Context: an optimization exercise on an open-source flow, tuned for small area, a short achievable clock period and few clock cycles per item. The choices shown serve that exercise and are no tape-out recipe. The RTL was checked by simulation tests, not by an equivalence proof against the original design.

==> 11-24 <==
Design vector_accel_speed_limiter_top, start of the top module:
module vector_accel_speed_limiter_top
(
    input  logic               clk,
    input  logic               rst_n,
    input  logic               cfg_we,
    input  logic [1:0]         cfg_index,
    input  logic [15:0]        cfg_data,
    input  logic               in_valid,
    output logic               in_ready,
    input  logic [2:0]         op,
    input  logic signed [15:0] target_vx,
    input  logic signed [15:0] target_vy,
    output logic               out_valid,
    input  logic               out_ready,
    output logic signed [15:0] vel_x_out,
    output logic signed [15:0] vel_y_out,
    output logic signed [31:0] pos_x_out,
    output logic signed [31:0] pos_y_out,
    output logic signed [15:0] acc_x_out,
    output logic signed [15:0] acc_y_out
);
    localparam int SQK = 4;                     
    localparam int NRT = (16 + SQK - 1) / SQK;  
    localparam int SW  = 2 * SQK * NRT;         
    localparam int DVK = 4;                     
    localparam int NDV = (16 + DVK - 1) / DVK;  
    localparam int QW  = DVK * NDV;             
    localparam logic [3:0] RT_LAST = NRT - 1;
    localparam logic [3:0] RT_END  = NRT;
    localparam logic [3:0] DV_LAST = NDV - 1;
    localparam logic [3:0] DV_END  = NDV;
    localparam int F_IDLE  = 0;
    localparam int F_SQ1   = 1;
    localparam int F_SQ2   = 2;
    localparam int F_RT    = 3;
    localparam int F_DIV   = 4;
    localparam int F_VC    = 5;                
    localparam int F_SP1   = 6;
    localparam int F_SP2   = 7;
    localparam int F_SVUPD = 8;
    localparam int F_REACC = 9;
    localparam int NF      = 10;
    localparam logic [NF-1:0] O_IDLE  = 10'b1 << F_IDLE;
    localparam logic [NF-1:0] O_SQ1   = 10'b1 << F_SQ1;
    localparam logic [NF-1:0] O_SQ2   = 10'b1 << F_SQ2;
    localparam logic [NF-1:0] O_RT    = 10'b1 << F_RT;
    localparam logic [NF-1:0] O_DIV   = 10'b1 << F_DIV;
    localparam logic [NF-1:0] O_VC    = 10'b1 << F_VC;
    localparam logic [NF-1:0] O_SP1   = 10'b1 << F_SP1;
    localparam logic [NF-1:0] O_SP2   = 10'b1 << F_SP2;
    localparam logic [NF-1:0] O_SVUPD = 10'b1 << F_SVUPD;
    localparam logic [NF-1:0] O_REACC = 10'b1 << F_REACC;
    localparam logic [2:0] P_IDLE = 3'd0;
    localparam logic [2:0] P_MX   = 3'd1;
    localparam logic [2:0] P_UX   = 3'd2;
    localparam logic [2:0] P_MY   = 3'd3;
    localparam logic [2:0] P_UY   = 3'd4;
  ...
clock: 12.0 ns
lec_check: 0
cap_margin: 20
core_margin: 2
core_utilization: 40
setup_slack_margin: 5
slew_margin: 20
run.sh (not shown) runs the stock make flow with config.mk's settings and CLKGATE_MAP_FILE= SYNTH_SCRIPT=/design/flow/synth_recipe.tcl, a recipe that flattens the netlist after the stock synthesis.
==> 12-20 (differences from 11-24) <==
--- a/flow/design.v
+++ b/flow/design.v
@@ -954,35 +954,24 @@
     logic [33:0] macc;
     logic        pos_mul, ld_x, ld_y;
     logic [16:0] sx_vx, sx_vy, ng_vx, ng_vy;
     assign sx_vx = {vx_r[15], vx_r};
     assign sx_vy = {vy_r[15], vy_r};
     assign ng_vx = sx_vx ^ {17{vx_r[15]}};
     assign ng_vy = sx_vy ^ {17{vy_r[15]}};
     logic u_lim, u_sq1, u_sq2, u_sp1, u_sp2, u_ldx, u_ldy, u_px, u_py;
+    logic [16:0] ma_r, mb_r;
     assign ld_x    = u_ldx;
     assign ld_y    = u_ldy;
     assign pos_mul = u_px || u_py;
     always_comb
     begin
-        m_a = ({17{u_lim}} & {1'b0, accel_r})
-            | ({17{u_sq1 || (u_ldx && !spd_mode)}} & {1'b0, a_r})
-            | ({17{u_sq2 || (u_ldy && !spd_mode)}} & {1'b0, b_r})
-            | ({17{u_sp1 || u_px}} & sx_vx)
-            | ({17{u_sp2 || u_py}} & sx_vy)
-            | ({17{u_ldx && spd_mode}} & ng_vx)
-            | ({17{u_ldy && spd_mode}} & ng_vy);
-        m_b = ({17{u_lim || u_px || u_py}} & {1'b0, step_r})
-            | ({17{u_sq1}} & {1'b0, a_r})
-            | ({17{u_sq2}} & {1'b0, b_r})
-            | ({17{u_sp1}} & sx_vx)
-            | ({17{u_sp2}} & sx_vy)
-            | ({17{(u_ldx || u_ldy) && !spd_mode}} & {1'b0, lim_r})
-            | ({17{(u_ldx || u_ldy) && spd_mode}} & {2'b00, speed_r});
+        m_a = ma_r;
+        m_b = mb_r;
         m_add = ({34{u_sq2 || u_sp2}} & {2'b00, s_r[31:0]})
               | {18'd0, u_lim, 7'd0, u_px || u_py, 7'd0}
               | ({34{spd_mode && ((u_ldx && vx_r[15]) || (u_ldy && vy_r[15]))}} & {19'd0, speed_r});
     end
     vasl_mac u_mac (
         .a (m_a),
         .b (m_b),
         .c (m_add),
@@ -1245,17 +1234,17 @@
                 fst_n = pend ? O_REACC : O_IDLE;
             fst[F_REACC]: fst_n = O_SQ1;
             default: fst_n = O_IDLE;
         endcase
     end
     logic       ldx_n, ldy_n, acc_busy_n, lim_dirty_n, div_free_n;
     logic [3:0] acc_cnt_n;
     logic [2:0] pst_n;
-    logic       u_lim_n, u_ldx_n, u_ldy_n, u_fg_n;
+    logic       u_lim_n, u_ldx_n, u_ldy_n, u_fg_n, u_px_n, u_py_n, spd_mode_n;
     always_comb
     begin
         ldx_n = ldx;
         ldy_n = ldy;
         if (fst[F_SQ2] || fst[F_SP2])
         begin
             ldx_n = 1'b0;
             ldy_n = 1'b0;
@@ -1289,21 +1278,43 @@
         case (pst)
             P_IDLE: if (pos_start) pst_n = P_MX;
             P_MX:   if (pos_mul) pst_n = P_UX;
             P_UX:   pst_n = pos_mul ? P_UY : P_MY;
             P_MY:   if (pos_mul) pst_n = P_UY;
             P_UY:   pst_n = P_IDLE;
             default: pst_n = P_IDLE;
         endcase
-        u_lim_n = fst_n[F_IDLE] && lim_dirty_n;
+        u_lim_n = fst_n[F_IDLE] && lim_dirty_n && !cfg_we;
         u_ldx_n = fst_n[F_RT] && !ldx_n && div_free_n;
         u_ldy_n = fst_n[F_RT] && ldx_n && !ldy_n;
         u_fg_n  = u_lim_n || u_ldx_n || u_ldy_n || fst_n[F_SQ1] || fst_n[F_SQ2] ||
                   fst_n[F_SP1] || fst_n[F_SP2];
+        u_px_n  = !u_fg_n && (pst_n == P_MX);
+        u_py_n  = !u_fg_n && (pst_n == P_UX || pst_n == P_MY);
+        spd_mode_n = fst[F_SP2] ? 1'b1 : fst[F_SQ2] ? 1'b0 : spd_mode;
+    end
+    logic [16:0] ma_n, mb_n;
+    always_comb
+    begin
+        ma_n = ({17{u_lim_n}} & {1'b0, accel_r})
+             | ({17{fst_n[F_SQ1]}} & {1'b0, mag_x})
+             | ({17{fst_n[F_SQ2] || (u_ldy_n && !spd_mode_n)}} & {1'b0, b_r})
+             | ({17{u_ldx_n && !spd_mode_n}} & {1'b0, a_r})
+             | ({17{fst_n[F_SP1] || u_px_n}} & sx_vx)
+             | ({17{fst_n[F_SP2] || u_py_n}} & sx_vy)
+             | ({17{u_ldx_n && spd_mode_n}} & ng_vx)
+             | ({17{u_ldy_n && spd_mode_n}} & ng_vy);
+        mb_n = ({17{u_lim_n || u_px_n || u_py_n}} & {1'b0, step_r})
+             | ({17{fst_n[F_SQ1]}} & {1'b0, mag_x})
+             | ({17{fst_n[F_SQ2]}} & {1'b0, b_r})
+             | ({17{fst_n[F_SP1]}} & sx_vx)
+             | ({17{fst_n[F_SP2]}} & sx_vy)
+             | ({17{(u_ldx_n || u_ldy_n) && !spd_mode_n}} & {1'b0, lim_r})
+             | ({17{(u_ldx_n || u_ldy_n) && spd_mode_n}} & {2'b00, speed_r});
     end
     always_ff @(posedge clk or negedge rst_n)
     begin
         if (!rst_n)
         begin
             accel_r     <= ACCEL_RESET;
             speed_r     <= SPEED_RESET;
             step_r      <= STEP_RESET;
@@ -1355,18 +1366,18 @@
             end
             u_lim    <= u_lim_n;
             u_sq1    <= fst_n[F_SQ1];
             u_sq2    <= fst_n[F_SQ2];
             u_sp1    <= fst_n[F_SP1];
             u_sp2    <= fst_n[F_SP2];
             u_ldx    <= u_ldx_n;
             u_ldy    <= u_ldy_n;
-            u_px     <= !u_fg_n && (pst_n == P_MX);
-            u_py     <= !u_fg_n && (pst_n == P_UX || pst_n == P_MY);
+            u_px     <= u_px_n;
+            u_py     <= u_py_n;
             ldx      <= ldx_n;
             ldy      <= ldy_n;
             acc_busy <= acc_busy_n;
             acc_cnt  <= acc_cnt_n;
             pst      <= pst_n;
             pos_start <= 1'b0;
             fst       <= fst_n;
             if (vc_go)
@@ -1507,16 +1518,18 @@
             ay_r <= ay_n;
         end
         if (vc_go)
             den_r <= {1'b0, step_r};
         else if (fst[F_RT] && fst_n[F_DIV])
             den_r <= rt_step ? rt_root_n : rt_root;
         if (pos_mul)
             t_r <= macc[31:8];
+        ma_r <= ma_n;
+        mb_r <= mb_n;
     end
     assign out_valid = out_valid_r;
     assign vel_x_out = vx_r;
     assign vel_y_out = vy_r;
     assign pos_x_out = px_r;
     assign pos_y_out = py_r;
     assign acc_x_out = ax_r;
     assign acc_y_out = ay_r;
ABC_AREA = 1   (was not set)
==> 06-15 (differences from 11-24) <==
ABC_AREA = 1   (was not set)
==> out/qor.log <==
INFO  layout         fraction_of_cell_area_in_non_clock_buffers=8.537%
INFO  status         outcome=complete, no violations
INFO  clock_tree     post_cts_resized=398
INFO  layout         layout_area_overhead=21.41%
INFO  placement      dp_hpwl=179,500µm
INFO  synth          synth_xor_xnor_area_share=6.738%
INFO  layout         layout.area.seq=12,010µm²
INFO  sta            layout_worst_path_cycle_share=66.61%
-- figures above: 11-24

==> out/qor.log <==
INFO  die            placeableCoreArea=151,900µm²
INFO  layout         multi_input_logic_cell_count=6,715
INFO  placement      dp_hpwl=205,600µm
INFO  layout         fraction_of_cell_area_in_non_clock_buffers=7.955%
INFO  worst_setup_path worstReg2RegEnd=yr_r[8]$_DFFE_PP_
INFO  clock_tree     post_cts_resized=422
INFO  synth          synth_xor_xnor_area_share=6.480%
INFO  status         outcome=complete, no violations
INFO  layout         layout.area.seq=12,010µm²
INFO  layout         layout_area_overhead=19.18%
INFO  global_route   grtUsageMet1=42.87%
INFO  die            die-area=156,200µm²
-- figures above: 06-15

==> out/qor.log <==
INFO  status         outcome=complete, no violations
INFO  routing        topmost_layer_with_routed_signal_wires=met5
INFO  routing        wirelength_met1=101,400µm
INFO  layout         layout.area.seq=12,670µm²
INFO  placement      placed_cells=10,808
INFO  clock_tree     numClockSinks=477
INFO  layout         fraction_of_cell_area_in_non_clock_buffers=5.428%
INFO  synth          synth_nets=9,758
INFO  placement      dp_hpwl=193,700µm
INFO  clock_tree     post_cts_resized=47
INFO  layout         layout_area_overhead=12.64%
INFO  synth          synth_xor_xnor_area_share=6.562%
-- figures above: 12-20

Testbench counts of 11-24, summed over its fixed seeds: cycles 53,142, items 4,800.
Testbench counts of 12-20, summed over its fixed seeds: cycles 53,174, items 4,800.
Testbench counts of 06-15, summed over its fixed seeds: cycles 53,142, items 4,800.

-- separate check: timing with driven ports --
The results above use ideal ports. As a check the final layouts listed here were re-extracted and re-timed, cells and wires unchanged.
Step 1 assumes that a clkbuf_16 drives the clock port and a buf_2 every other input.
Step 2, shift: input delay + t, output delay - t, t = (earliest + latest rising clock arrival at the registers) / 2. This alone moves slack from input paths to output paths.
Slacks: no drivers / after step 1 / after step 2; pairs: no drivers / after step 1.
| run | shift t [ns] | setup WS [ns] | slew at the worst register clock pin (ns) | worst data-port slew with drivers (ns) |
|---|---|---|---|---|
| 11-24 | 0.752 | 4.007 / 4.007 / 4.007 | 0.07 / 0.07 | 0.09 |
| 12-20 | 0.788 | 5.256 / 5.256 / 4.826 | 0.08 / 0.08 | 0.05 |
| 06-15 | 0.740 | 4.681 / 4.681 / 4.681 | 0.09 / 0.09 | 0.06 |
After both steps every run listed still meets setup and hold. The setup slack of 12-20, which loses most, moves by 0.000 ns with the drivers and by -0.430 ns with both steps.
